Source: an optimization exercise on an open RTL-to-GDS flow (aim: small area and few clock cycles). Production flows keep margins and buffers that such runs may drop.
The RTL was checked by simulation tests, not by an equivalence proof against the original design.
Power figures rest on the tool's default switching activity, not on a simulated workload.

===== design/flow/run.sh =====
#!/bin/bash
# synth_recipe.tcl (not shown) runs the flow's synth.tcl, then flattens the netlist and writes it again
# the make line also repeats each setting of config.mk as NAME=value (left out here)
make -C /OpenROAD-flow-scripts/flow DESIGN_CONFIG=/design/flow/config.mk WORK_HOME=/design/flow/orfs CLKGATE_MAP_FILE= SYNTH_SCRIPT=/design/flow/synth_recipe.tcl finish

===== design/flow/config.mk =====
export PLATFORM = sky130hd
export DESIGN_NAME = rgb565_to_bmp24_stream_top
export DESIGN_NICKNAME = rgb565_to_bmp24_stream_top
export VERILOG_FILES = /design/flow/design.v
export SDC_FILE = /design/flow/constraint.sdc
export NUM_CORES = 4
export LEC_CHECK = 0
export CAP_MARGIN = 20
export CORE_MARGIN = 2
export CORE_UTILIZATION = 40
export SLEW_MARGIN = 20

===== design/flow/constraint.sdc =====
create_clock -name core_clock -period 12.0 [get_ports {i_clk}]
set_input_delay 2.4000 -clock core_clock [delete_from_list [all_inputs] [get_ports {i_clk}]]
set_output_delay 2.4000 -clock core_clock [all_outputs]
set_load 0.01 [all_outputs]

===== design/flow/design.v =====
package rgbb_pkg;
    localparam int MAX_DIM = 4096;
    localparam int CFG_W   = 13;
    localparam int CFG_IDX_W = 1;
    localparam logic [CFG_IDX_W-1:0] CFG_IMAGE_WIDTH  = 1'd0;
    localparam logic [CFG_IDX_W-1:0] CFG_IMAGE_HEIGHT = 1'd1;
    localparam logic [CFG_W-1:0] RST_IMAGE_WIDTH  = 13'd320;
    localparam logic [CFG_W-1:0] RST_IMAGE_HEIGHT = 13'd180;
    localparam int CNT_W = $clog2(MAX_DIM);
    localparam int CMP_W = (CNT_W + 1 > CFG_W) ? CNT_W + 1 : CFG_W;
    localparam int RB_W  = CFG_W + 2;
    localparam int IMG_W = RB_W + CFG_W;
    localparam int HDR_BYTES = 54;
    localparam int HCNT_W    = $clog2(HDR_BYTES);
    localparam logic [7:0] HDR_INFO_SIZE = 8'd40;
    localparam logic [7:0] HDR_PLANES    = 8'd1;
    localparam logic [7:0] HDR_BPP       = 8'd24;
    localparam logic [7:0] CHAR_B        = 8'h42;
    localparam logic [7:0] CHAR_M        = 8'h4D;
    localparam int Q_DEPTH = 2;
    localparam int Q_AW    = $clog2(Q_DEPTH);
    typedef struct packed {
        logic             hdr;
        logic             eof;
        logic [1:0]       pad;
        logic [7:0]       blu;
        logic [7:0]       grn;
        logic [7:0]       red;
        logic [CFG_W-1:0] width;
        logic [CFG_W-1:0] height;
        logic [IMG_W-1:0] img_size;
    } t_cmd;
    typedef struct packed {
        logic          empty;
        logic          full;
        logic [Q_AW:0] level;
    } t_qstat;
    typedef enum logic [1:0] {
        PH_HDR,
        PH_PIX,
        PH_PAD
    } t_phase;
endpackage
module rgbb_fifo (
    input  logic             i_clk,
    input  logic             i_rst_n,
    input  logic             i_push,
    input  rgbb_pkg::t_cmd   i_cmd,
    input  logic             i_pop,
    output rgbb_pkg::t_cmd   o_cmd,
    output rgbb_pkg::t_qstat o_stat
);
    localparam int CMD_W = 4 + 24 + 2 * rgbb_pkg::CFG_W + rgbb_pkg::IMG_W;
    logic [CMD_W-1:0]              r_mem [rgbb_pkg::Q_DEPTH];
    logic [rgbb_pkg::Q_AW-1:0]     r_wr;
    logic [rgbb_pkg::Q_AW-1:0]     r_rd;
    logic [rgbb_pkg::Q_AW:0]       r_level;
    logic [rgbb_pkg::Q_AW-1:0]     n_wr;
    logic [rgbb_pkg::Q_AW-1:0]     n_rd;
    logic [rgbb_pkg::Q_AW:0]       n_level;
    assign o_stat.empty = (r_level == '0);
    assign o_stat.full  = (r_level == (rgbb_pkg::Q_AW + 1)'(rgbb_pkg::Q_DEPTH));
    assign o_stat.level = r_level;
    assign o_cmd        = r_mem[r_rd];
    always_comb begin
        n_wr    = r_wr;
        n_rd    = r_rd;
        n_level = r_level;
        if (i_push) begin
            n_wr = (32'(r_wr) == rgbb_pkg::Q_DEPTH - 1) ? '0 : r_wr + rgbb_pkg::Q_AW'(1);
        end
        if (i_pop) begin
            n_rd = (32'(r_rd) == rgbb_pkg::Q_DEPTH - 1) ? '0 : r_rd + rgbb_pkg::Q_AW'(1);
        end
        if (i_push && !i_pop) begin
            n_level = r_level + (rgbb_pkg::Q_AW + 1)'(1);
        end else if (i_pop && !i_push) begin
            n_level = r_level - (rgbb_pkg::Q_AW + 1)'(1);
        end
    end
    always_ff @(posedge i_clk) begin
        if (!i_rst_n) begin
            r_wr    <= '0;
            r_rd    <= '0;
            r_level <= '0;
        end else begin
            r_wr    <= n_wr;
            r_rd    <= n_rd;
            r_level <= n_level;
        end
    end
    always_ff @(posedge i_clk) begin
        if (i_push) begin
            r_mem[r_wr] <= i_cmd;
        end
    end
endmodule
module rgbb_front (
    input  logic                          i_clk,
    input  logic                          i_rst_n,
    input  logic                          i_cfg_we,
    input  logic [rgbb_pkg::CFG_IDX_W-1:0] i_cfg_idx,
    input  logic [rgbb_pkg::CFG_W-1:0]    i_cfg_data,
    input  logic                          i_pixel_valid,
    output logic                          o_pixel_ready,
    input  logic [15:0]                   i_pixel,
    input  logic                          i_q_full,
    output logic                          o_push,
    output rgbb_pkg::t_cmd                o_cmd
);
    logic [rgbb_pkg::CFG_W-1:0] r_width;
    logic [rgbb_pkg::CFG_W-1:0] r_height;
    logic [rgbb_pkg::CNT_W-1:0] r_col;
    logic [rgbb_pkg::CNT_W-1:0] r_row;
    logic                       r_hdr_done;
    logic [rgbb_pkg::CNT_W-1:0] n_col;
    logic [rgbb_pkg::CNT_W-1:0] n_row;
    logic                       n_hdr_done;
    logic [rgbb_pkg::CFG_W-1:0] w_cl;
    logic [rgbb_pkg::CFG_W-1:0] h_cl;
    logic [rgbb_pkg::RB_W-1:0]  row_bytes;
    logic                       row_end;
    logic                       file_end;
    logic                       accept;
    function automatic logic [7:0] expand5(input logic [4:0] v);
        logic [2:0] frac;
        begin
            frac = 3'(v >= 5'd5) + 3'(v >= 5'd9) + 3'(v >= 5'd14) + 3'(v >= 5'd18)
                 + 3'(v >= 5'd23) + 3'(v >= 5'd27) + 3'(v == 5'd31);
            expand5 = {v, 3'b000} + 8'(frac);
        end
    endfunction
    function automatic logic [7:0] expand6(input logic [5:0] v);
        logic [1:0] frac;
        begin
            frac = 2'(v >= 6'd21) + 2'(v >= 6'd42) + 2'(v == 6'd63);
            expand6 = {v, 2'b00} + 8'(frac);
        end
    endfunction
    always_ff @(posedge i_clk) begin
        if (!i_rst_n) begin
            r_width  <= rgbb_pkg::RST_IMAGE_WIDTH;
            r_height <= rgbb_pkg::RST_IMAGE_HEIGHT;
        end else if (i_cfg_we) begin
            if (i_cfg_idx == rgbb_pkg::CFG_IMAGE_WIDTH) begin
                r_width <= i_cfg_data;
            end
            if (i_cfg_idx == rgbb_pkg::CFG_IMAGE_HEIGHT) begin
                r_height <= i_cfg_data;
            end
        end
    end
    always_comb begin
        if (r_width == '0) begin
            w_cl = rgbb_pkg::CFG_W'(1);
        end else if (32'(r_width) > rgbb_pkg::MAX_DIM) begin
            w_cl = rgbb_pkg::CFG_W'(rgbb_pkg::MAX_DIM);
        end else begin
            w_cl = r_width;
        end
        if (r_height == '0) begin
            h_cl = rgbb_pkg::CFG_W'(1);
        end else if (32'(r_height) > rgbb_pkg::MAX_DIM) begin
            h_cl = rgbb_pkg::CFG_W'(rgbb_pkg::MAX_DIM);
        end else begin
            h_cl = r_height;
        end
    end
    assign row_bytes = {1'b0, w_cl, 1'b0} + rgbb_pkg::RB_W'(w_cl)
                     + rgbb_pkg::RB_W'(w_cl[1:0]);
    assign row_end  = (rgbb_pkg::CMP_W'(r_col) + rgbb_pkg::CMP_W'(1))
                      >= rgbb_pkg::CMP_W'(w_cl);
    assign file_end = row_end && ((rgbb_pkg::CMP_W'(r_row) + rgbb_pkg::CMP_W'(1))
                      >= rgbb_pkg::CMP_W'(h_cl));
    assign o_pixel_ready = !i_q_full;
    assign accept        = i_pixel_valid && o_pixel_ready;
    assign o_push        = accept;
    always_comb begin
        o_cmd.hdr      = !r_hdr_done;
        o_cmd.eof      = file_end;
        o_cmd.pad      = row_end ? w_cl[1:0] : 2'd0;
        o_cmd.blu      = expand5(i_pixel[4:0]);
        o_cmd.grn      = expand6(i_pixel[10:5]);
        o_cmd.red      = expand5(i_pixel[15:11]);
        o_cmd.width    = w_cl;
        o_cmd.height   = h_cl;
        o_cmd.img_size = row_bytes * rgbb_pkg::IMG_W'(h_cl);
    end
    always_comb begin
        n_col      = r_col;
        n_row      = r_row;
        n_hdr_done = r_hdr_done;
        if (accept) begin
            n_hdr_done = !file_end;
            if (row_end) begin
                n_col = '0;
                n_row = file_end ? '0 : r_row + rgbb_pkg::CNT_W'(1);
            end else begin
                n_col = r_col + rgbb_pkg::CNT_W'(1);
            end
        end
    end
    always_ff @(posedge i_clk) begin
        if (!i_rst_n) begin
            r_col      <= '0;
            r_row      <= '0;
            r_hdr_done <= 1'b0;
        end else begin
            r_col      <= n_col;
            r_row      <= n_row;
            r_hdr_done <= n_hdr_done;
        end
    end
endmodule
module rgbb_back (
    input  logic             i_clk,
    input  logic             i_rst_n,
    input  rgbb_pkg::t_cmd   i_cmd,
    input  logic             i_q_valid,
    output logic             o_pop,
    output logic             o_byte_valid,
    input  logic             i_byte_ready,
    output logic [7:0]       o_out_byte,
    output logic             o_last_of_item,
    output logic             o_end_of_file
);
    rgbb_pkg::t_phase             r_phase;
    rgbb_pkg::t_phase             n_phase;
    rgbb_pkg::t_phase             cur_phase;
    logic [rgbb_pkg::HCNT_W-1:0]  r_cnt;
    logic [rgbb_pkg::HCNT_W-1:0]  n_cnt;
    logic                         r_valid;
    logic [7:0]                   r_byte;
    logic                         r_last;
    logic                         r_eof;
    logic [7:0]                   cur_byte;
    logic                         cur_last;
    logic                         load;
    logic                         step;
    logic [31:0]                  file_size;
    logic [31:0]                  img_size;
    logic [31:0]                  width32;
    logic [31:0]                  height32;
    function automatic logic [7:0] hdr_byte(
        input logic [rgbb_pkg::HCNT_W-1:0] idx,
        input logic [31:0] fsize,
        input logic [31:0] wid,
        input logic [31:0] hgt,
        input logic [31:0] isize
    );
        begin
            case (idx)
                6'd0:    hdr_byte = rgbb_pkg::CHAR_B;
                6'd1:    hdr_byte = rgbb_pkg::CHAR_M;
                6'd2:    hdr_byte = fsize[7:0];
                6'd3:    hdr_byte = fsize[15:8];
                6'd4:    hdr_byte = fsize[23:16];
                6'd5:    hdr_byte = fsize[31:24];
                6'd10:   hdr_byte = 8'(rgbb_pkg::HDR_BYTES);
                6'd14:   hdr_byte = rgbb_pkg::HDR_INFO_SIZE;
                6'd18:   hdr_byte = wid[7:0];
                6'd19:   hdr_byte = wid[15:8];
                6'd20:   hdr_byte = wid[23:16];
                6'd21:   hdr_byte = wid[31:24];
                6'd22:   hdr_byte = hgt[7:0];
                6'd23:   hdr_byte = hgt[15:8];
                6'd24:   hdr_byte = hgt[23:16];
                6'd25:   hdr_byte = hgt[31:24];
                6'd26:   hdr_byte = rgbb_pkg::HDR_PLANES;
                6'd28:   hdr_byte = rgbb_pkg::HDR_BPP;
                6'd34:   hdr_byte = isize[7:0];
                6'd35:   hdr_byte = isize[15:8];
                6'd36:   hdr_byte = isize[23:16];
                6'd37:   hdr_byte = isize[31:24];
                default: hdr_byte = 8'd0;
            endcase
        end
    endfunction
    assign img_size  = 32'(i_cmd.img_size);
    assign file_size = img_size + 32'(rgbb_pkg::HDR_BYTES);
    assign width32   = 32'(i_cmd.width);
    assign height32  = 32'(i_cmd.height);
    assign cur_phase = (r_phase == rgbb_pkg::PH_HDR && !i_cmd.hdr) ? rgbb_pkg::PH_PIX
                                                                   : r_phase;
    assign load  = !r_valid || i_byte_ready;
    assign step  = i_q_valid && load;
    assign o_pop = step && cur_last;
    always_comb begin
        cur_byte = 8'd0;
        cur_last = 1'b0;
        case (cur_phase)
            rgbb_pkg::PH_HDR: begin
                cur_byte = hdr_byte(r_cnt, file_size, width32, height32, img_size);
            end
            rgbb_pkg::PH_PIX: begin
                if (r_cnt == 6'd0) begin
                    cur_byte = i_cmd.blu;
                end else if (r_cnt == 6'd1) begin
                    cur_byte = i_cmd.grn;
                end else begin
                    cur_byte = i_cmd.red;
                end
                cur_last = (r_cnt == 6'd2) && (i_cmd.pad == 2'd0);
            end
            rgbb_pkg::PH_PAD: begin
                cur_last = (r_cnt[1:0] == i_cmd.pad - 2'd1);
            end
            default: begin
                cur_byte = 8'd0;
                cur_last = 1'b0;
            end
        endcase
    end
    always_comb begin
        n_phase = r_phase;
        n_cnt   = r_cnt;
        if (step) begin
            case (cur_phase)
                rgbb_pkg::PH_HDR: begin
                    if (32'(r_cnt) == rgbb_pkg::HDR_BYTES - 1) begin
                        n_phase = rgbb_pkg::PH_PIX;
                        n_cnt   = '0;
                    end else begin
                        n_phase = rgbb_pkg::PH_HDR;
                        n_cnt   = r_cnt + rgbb_pkg::HCNT_W'(1);
                    end
                end
                rgbb_pkg::PH_PIX: begin
                    if (r_cnt == 6'd2) begin
                        n_phase = cur_last ? rgbb_pkg::PH_HDR : rgbb_pkg::PH_PAD;
                        n_cnt   = '0;
                    end else begin
                        n_phase = rgbb_pkg::PH_PIX;
                        n_cnt   = r_cnt + rgbb_pkg::HCNT_W'(1);
                    end
                end
                rgbb_pkg::PH_PAD: begin
                    if (cur_last) begin
                        n_phase = rgbb_pkg::PH_HDR;
                        n_cnt   = '0;
                    end else begin
                        n_phase = rgbb_pkg::PH_PAD;
                        n_cnt   = r_cnt + rgbb_pkg::HCNT_W'(1);
                    end
                end
                default: begin
                    n_phase = rgbb_pkg::PH_HDR;
                    n_cnt   = '0;
                end
            endcase
        end
    end
    always_ff @(posedge i_clk) begin
        if (!i_rst_n) begin
            r_phase <= rgbb_pkg::PH_HDR;
            r_cnt   <= '0;
        end else begin
            r_phase <= n_phase;
            r_cnt   <= n_cnt;
        end
    end
    always_ff @(posedge i_clk) begin
        if (!i_rst_n) begin
            r_valid <= 1'b0;
        end else if (step) begin
            r_valid <= 1'b1;
        end else if (i_byte_ready) begin
            r_valid <= 1'b0;
        end
    end
    always_ff @(posedge i_clk) begin
        if (step) begin
            r_byte <= cur_byte;
            r_last <= cur_last;
            r_eof  <= cur_last && i_cmd.eof;
        end
    end
    assign o_byte_valid   = r_valid;
    assign o_out_byte     = r_byte;
    assign o_last_of_item = r_last;
    assign o_end_of_file  = r_eof;
endmodule
module rgb565_to_bmp24_stream_top (
    input  logic                           i_clk,
    input  logic                           i_rst_n,
    input  logic                           i_cfg_we,
    input  logic [rgbb_pkg::CFG_IDX_W-1:0] i_cfg_idx,
    input  logic [rgbb_pkg::CFG_W-1:0]     i_cfg_data,
    input  logic                           i_pixel_valid,
    output logic                           o_pixel_ready,
    input  logic [15:0]                    i_pixel,
    output logic                           o_byte_valid,
    input  logic                           i_byte_ready,
    output logic [7:0]                     o_out_byte,
    output logic                           o_last_of_item,
    output logic                           o_end_of_file
);
    rgbb_pkg::t_cmd   push_cmd;
    rgbb_pkg::t_cmd   head_cmd;
    rgbb_pkg::t_qstat q_stat;
    logic             push;
    logic             pop;
    rgbb_front u_front (
        .i_clk         (i_clk),
        .i_rst_n       (i_rst_n),
        .i_cfg_we      (i_cfg_we),
        .i_cfg_idx     (i_cfg_idx),
        .i_cfg_data    (i_cfg_data),
        .i_pixel_valid (i_pixel_valid),
        .o_pixel_ready (o_pixel_ready),
        .i_pixel       (i_pixel),
        .i_q_full      (q_stat.full),
        .o_push        (push),
        .o_cmd         (push_cmd)
    );
    rgbb_fifo u_fifo (
        .i_clk   (i_clk),
        .i_rst_n (i_rst_n),
        .i_push  (push),
        .i_cmd   (push_cmd),
        .i_pop   (pop),
        .o_cmd   (head_cmd),
        .o_stat  (q_stat)
    );
    rgbb_back u_back (
        .i_clk          (i_clk),
        .i_rst_n        (i_rst_n),
        .i_cmd          (head_cmd),
        .i_q_valid      (!q_stat.empty),
        .o_pop          (pop),
        .o_byte_valid   (o_byte_valid),
        .i_byte_ready   (i_byte_ready),
        .o_out_byte     (o_out_byte),
        .o_last_of_item (o_last_of_item),
        .o_end_of_file  (o_end_of_file)
    );
endmodule

==> flow_metrics.py <==
metrics = {
    "cells_and_area": {
        "finish.net_count": 2118,
        "n_antenna_cell": 0,
        "post_route_cells_drive_above_1_share_pct": 5.22,
        "synthToLayoutAreaGrowth_pct": 10.0,
        "sequential_cell_area_sq_um": 6410,
        "footprint_of_the_multi_input_gates_sq_um": 10500,
        "post-route-util_pct": 44.7,
        "filler_cell_count": 4280,
    },
    "worst_setup_path": {
        "timing.critical_path.from_type": "flop",
        "cpPeakStageDelay_ps": 590,
        "reg2reg_depth": 30,
        "rr_endpoint": "u_fifo.r_mem[0][27]$_DFFE_PP_",
        "cp_slowest_cell": "sky130_fd_sc_hd__xor2_1",
        "timing_worst_setup_path_type": "flop to flop",
        "arrival_ps": 9440,
        "reg2reg_slack_ps": 2930,
        "timing.critical_path.mode_cell": "sky130_fd_sc_hd__fa_1",
        "critical_path.max_fanout": 12,
        "timing.critical_path.to_type": "flop",
        "crit_path_start": "u_front.r_width[12]$_SDFFE_PN0P_",
        "crit_required_ps": 12380,
        "r2r_start": "u_front.r_width[12]$_SDFFE_PN0P_",
        "setup.worst_path.end": "u_fifo.r_mem[0][27]$_DFFE_PP_",
    },
    "placed_design": {
        "buffer_ports.inserted": 46,
        "detailed_place_hpwl_microns": 34500,
        "globalplace.congestion": 0.913,
    },
    "hold_path": {
        "hp-class": "flop to flop",
    },
    "routing": {
        "antenna_violating_nets_post_route": 0,
        "drt-wirelength-per-cell_microns": 18.5,
        "route.vias.total": 13100,
        "wirelength_microns": 45000,
        "dr.pass1.iters": 5,
        "drt_iter0_drc": 864,
        "drt-vias-per-instance": 5.40,
        "drc_errors": 0,
    },
    "sta": {
        "timing.max_slew.rel_slack_pct": 30.6,
        "totalNegativeSetupSlack_ps": 0,
        "period_needed_ps": 9070,
        "timing.final.hold_violations": 0,
        "fmax_mhz": 110,
        "rsz0062_at_grt": "false",
        "worst_setup_skew_after_layout_ps": 21.2,
        "timing.final.crit_share_pct": 75.6,
        "final-max-slew-violation-count": 0,
        "tightest_slew_ps": 1010,
        "finalSetupViolCount": 0,
    },
    "grt": {
        "met3_usage_pct": 2.98,
        "number_of_global_route_vias_before_repair": 13300,
        "met2_track_demand_over_resource_pct": 32.9,
        "globalRoute.busiestLayer": "met2",
        "grtUsageMet1_pct": 25.4,
        "global_route.usage.total_pct": 19.4,
        "initial_antenna_violation_count": 0,
        "gr-total-overflow": 0,
        "wire_length_of_the_first_global_routing_pass_microns": 72300,
        "grt_max_degree": 69,
    },
    "yosys": {
        "netlist-cell-type-count": 84,
        "largest_family_of_logic_cells_by_synthesized_area": "adder cells",
        "synth_compound_area_share_pct": 10.6,
        "synthMuxAreaShare_pct": 4.31,
        "synthAdderAreaFrac_pct": 23.8,
        "synth_nets": 2103,
        "postSynthCellCount": 1804,
        "synth.yosys.warnings": 3,
        "fraction_of_registers_with_async_set_reset_pct": 0,
        "xor_xnor_share_of_the_synthesized_area_pct": 3.79,
        "dominant_synthesized_flop_cell": "sky130_fd_sc_hd__edfxtp_1",
        "synth.ff_latch_count": 235,
        "synth.cell_area_sq_um": 18000,
        "synth-edff-count": 170,
        "synth.yosys.seq_area_share_pct": 35.6,
        "synthSimpleGateAreaFrac_pct": 15.9,
        "synth_area_per_cell_sq_um": 9.99,
    },
    "die": {
        "die_h_microns": 216,
        "floorplan.rows": 77,
        "core-area_sq_um": 44300,
        "design.portCount": 47,
        "initial_standard_cell_utilization_of_the_core_pct": 40.7,
        "die-area_sq_um": 46800,
        "die-width_microns": 216,
    },
    "run_status": {
        "outcome": "no timing/DRC/antenna violations",
    },
    "clock_network": {
        "worst_skew_pair.late_latency_ps": 560,
        "tritoncts": "built",
        "clock-sinks": 235,
        "htree_num_levels": 1,
        "cts_root_buf": "sky130_fd_sc_hd__clkbuf_16",
        "cts_repair_resize_count": 0,
        "cts_setup_buffers": 0,
        "post_cts_hold_buffer_count": 0,
        "cts.clk_slew.worst_paths_ps": 60,
        "cts_buffers": 27,
        "max-clock-path-buffers": 3,
    },
    "run": {
        "maxCapViolCount": 0,
    },
    "pwr": {
        "p_leak_uw": 0.00823,
        "ir_drop_uv": 189,
        "pwr_density_cell_nw_per_um2": 174,
    },
}
flip-flops by register name (all words and copies together), names as in the netlist, 6 cells and up, named ones only:
signal            cells
u_front.r_height     13
u_back.r_cnt          6
u_front.r_col        12
u_fifo.r_mem        160
u_back.r_byte         8
u_front.r_row        12
u_front.r_width      13
metal layers:
| metal | share of wire, % | wire length, microns | vias to the layer above |
|---|---|---|---|
| met3 | 4.9 | 2190 | 88 |
| met4 | 3.5 | 1570 | 0 |
| met2 | 48 | 21500 | 318 |
| met1 | 44 | 19700 | 6471 |
| li1 | - | - | 6250 |
| met5 | 0 | 0 | - |
logic make-up after synthesis:
| family | Yosys count |
|---|---|
| compound gates | 294 |
| simple gates | 585 |
| fa+ha+maj | 264 |
| flops | 235 |
| xor+xnor | 78 |
| buf+inv | 282 |
| mux | 66 |
cells in the final DEF (no fill, tap or decap), types with 7 or more instances in the layout:
| cell type | n |
|---|---|
| sky130_fd_sc_hd__or2_2 | 8 |
| sky130_fd_sc_hd__fa_1 | 130 |
| sky130_fd_sc_hd__clkbuf_1 | 9 |
| sky130_fd_sc_hd__a21o_1 | 15 |
| sky130_fd_sc_hd__inv_1 | 206 |
| sky130_fd_sc_hd__a21oi_1 | 108 |
| sky130_fd_sc_hd__clkbuf_16 | 27 |
| sky130_fd_sc_hd__a211oi_1 | 8 |
| sky130_fd_sc_hd__nand3_1 | 47 |
| sky130_fd_sc_hd__nand4_1 | 18 |
| sky130_fd_sc_hd__edfxtp_1 | 170 |
| sky130_fd_sc_hd__buf_4 | 11 |
| sky130_fd_sc_hd__and3_1 | 25 |
| sky130_fd_sc_hd__nand3b_1 | 12 |
| sky130_fd_sc_hd__o21a_1 | 7 |
| sky130_fd_sc_hd__xor2_1 | 27 |
| sky130_fd_sc_hd__a22oi_1 | 9 |
| sky130_fd_sc_hd__nor2_1 | 136 |
| sky130_fd_sc_hd__o21ai_0 | 37 |
| sky130_fd_sc_hd__a221oi_1 | 10 |
| sky130_fd_sc_hd__mux4_2 | 8 |
| sky130_fd_sc_hd__xnor2_1 | 51 |
| sky130_fd_sc_hd__or3_1 | 13 |
| sky130_fd_sc_hd__dfxtp_1 | 64 |
| sky130_fd_sc_hd__and2_1 | 28 |
| sky130_fd_sc_hd__ha_1 | 134 |
| sky130_fd_sc_hd__mux2i_1 | 50 |
| sky130_fd_sc_hd__clkdlybuf4s50_1 | 46 |
| sky130_fd_sc_hd__o22ai_1 | 30 |
| sky130_fd_sc_hd__nand2b_1 | 24 |
| sky130_fd_sc_hd__a31oi_1 | 10 |
| sky130_fd_sc_hd__nand2_1 | 194 |
| sky130_fd_sc_hd__nor3_1 | 21 |
| sky130_fd_sc_hd__nor2b_1 | 21 |
power breakdown:
| group | leakage [uW] | switching [uW] | internal [uW] |
|---|---|---|---|
| Clock | 0.000402 | 332 | 443 |
| Combinational | 0.00570 | 951 | 570 |
| Sequential | 0.00213 | 52.2 | 1100 |
| Total | 0.00823 | 1330 | 2110 |
critical path: cells and delay by family (launching register included):
family | cells | cell delay (ps)
adder cells (fa/ha/maj) | 9 | 4080
AND/OR/NAND/NOR | 4 | 710
XOR/XNOR | 1 | 590
AO/OA/AOI/OAI | 10 | 2460
flip-flops | 1 | 490
buffers and inverters | 6 | 540
cell type report:
| cell class | count | area share, % |
|---|---|---|
| Inverter | 211 | 4.00 |
| Timing Repair Buffer | 57 | 2.74 |
| Clock buffer | 37 | 3.65 |
| Clock inverter | 12 | 0.480 |
| Tap cell | 592 | 3.74 |
| Sequential cell | 235 | 32.3 |
| Multi-Input combinational cell | 1287 | 53.1 |
Yosys cell counts (5+ instances only):
| cell type | n | area [sq um] |
|---|---|---|
| sky130_fd_sc_hd__o31ai_1 | 6 | 45.0 |
| sky130_fd_sc_hd__xnor2_1 | 51 | 447 |
| sky130_fd_sc_hd__o211ai_1 | 6 | 45.0 |
| sky130_fd_sc_hd__a31oi_1 | 10 | 62.6 |
| sky130_fd_sc_hd__and3_1 | 26 | 163 |
| sky130_fd_sc_hd__o22ai_1 | 30 | 188 |
| sky130_fd_sc_hd__xor2_1 | 27 | 236 |
| sky130_fd_sc_hd__or4_1 | 5 | 37.5 |
| sky130_fd_sc_hd__and2_1 | 28 | 175 |
| sky130_fd_sc_hd__or2_2 | 8 | 50.1 |
| sky130_fd_sc_hd__a21oi_1 | 108 | 541 |
| sky130_fd_sc_hd__a21o_1 | 15 | 113 |
| sky130_fd_sc_hd__a22oi_1 | 9 | 67.6 |
| sky130_fd_sc_hd__nand2_1 | 194 | 728 |
| sky130_fd_sc_hd__nand3b_1 | 12 | 90.1 |
| sky130_fd_sc_hd__nor3_1 | 21 | 105 |
| sky130_fd_sc_hd__clkbuf_1 | 55 | 206 |
| sky130_fd_sc_hd__o21ai_0 | 37 | 185 |
| sky130_fd_sc_hd__mux4_2 | 8 | 180 |
| sky130_fd_sc_hd__fa_1 | 130 | 2600 |
| sky130_fd_sc_hd__nand2b_1 | 24 | 150 |
| sky130_fd_sc_hd__ha_1 | 134 | 1680 |
| sky130_fd_sc_hd__nor3b_1 | 6 | 45.0 |
| sky130_fd_sc_hd__mux2i_1 | 50 | 500 |
| sky130_fd_sc_hd__or3_1 | 13 | 81.3 |
| sky130_fd_sc_hd__dfxtp_1 | 65 | 1300 |
| sky130_fd_sc_hd__edfxtp_1 | 170 | 5100 |
| sky130_fd_sc_hd__nor4_1 | 6 | 37.5 |
| sky130_fd_sc_hd__inv_1 | 207 | 777 |
| sky130_fd_sc_hd__nor2_1 | 137 | 514 |
| sky130_fd_sc_hd__nand4_1 | 18 | 113 |
| sky130_fd_sc_hd__o21a_1 | 7 | 52.6 |
| sky130_fd_sc_hd__a221oi_1 | 10 | 87.6 |
| sky130_fd_sc_hd__mux2_2 | 6 | 67.6 |
| sky130_fd_sc_hd__a211oi_1 | 8 | 60.1 |
| sky130_fd_sc_hd__nor2b_1 | 22 | 138 |
| sky130_fd_sc_hd__buf_2 | 11 | 55.1 |
| sky130_fd_sc_hd__nand3_1 | 47 | 235 |
worst min path at each step:
stage	from	end	slack (ps)	depth (start not counted)
finish	u_front.r_width[0]$_SDFFE_PN0P_	u_front.r_width[0]$_SDFFE_PN0P_	470	2
global route	u_front.r_height[10]$_SDFFE_PN0P_	u_front.r_height[10]$_SDFFE_PN0P_	500	2
CTS	u_front.r_width[0]$_SDFFE_PN0P_	u_front.r_width[0]$_SDFFE_PN0P_	460	2
detailed placement	u_front.r_width[0]$_SDFFE_PN0P_	u_front.r_width[0]$_SDFFE_PN0P_	460	2
global placement	u_front.r_width[0]$_SDFFE_PN0P_	u_front.r_width[0]$_SDFFE_PN0P_	450	2
floorplan	u_front.r_height[0]$_SDFFE_PN0P_	u_front.r_height[0]$_SDFFE_PN0P_	440	2
through the flow:
step | total power, uW | instances | hold WS [ps] | instance area (sq um) | setup slack (ps)
3_5_place_dp | 2680 | 2382 | 456 | 19000 | 3020
6_report | 3450 | 2431 | 474 | 19800 | 2930
2_1_floorplan | 2250 | 1804 | 436 | 18000 | 3900
5_1_grt | 3710 | 2431 | 501 | 19800 | 2250
4_1_cts | 3470 | 2431 | 465 | 19800 | 2970
3_3_place_gp | 2640 | 2382 | 451 | 19000 | 3300
Testbench counts, summed over its fixed seeds: cycles 20,756.

## what the ideal ports hide
Ports are ideal in the flow. The routed layout listed here was re-timed in OpenROAD.
Step 1: set_driving_cell puts a clkbuf_16 on i_clk and a buf_2 on each other input, an assumption about the parent block.
Step 2 moves the port delays by t, midway between the first and last clock arrival at a register: inputs arrive t later, outputs are due t later. That takes back most of the time a late clock gives input paths.
Slacks: no drivers / after step 1 / after step 2; pairs: no drivers / after step 1.
t (ns): 0.603
setup WS [ns]: 2.934 / 2.934 / 2.934
worst data-port slew with drivers (ns): 0.06
After both steps setup and hold are still met in this run. The setup slack of this run moves by 0.000 ns with the drivers and by 0.000 ns with both steps.
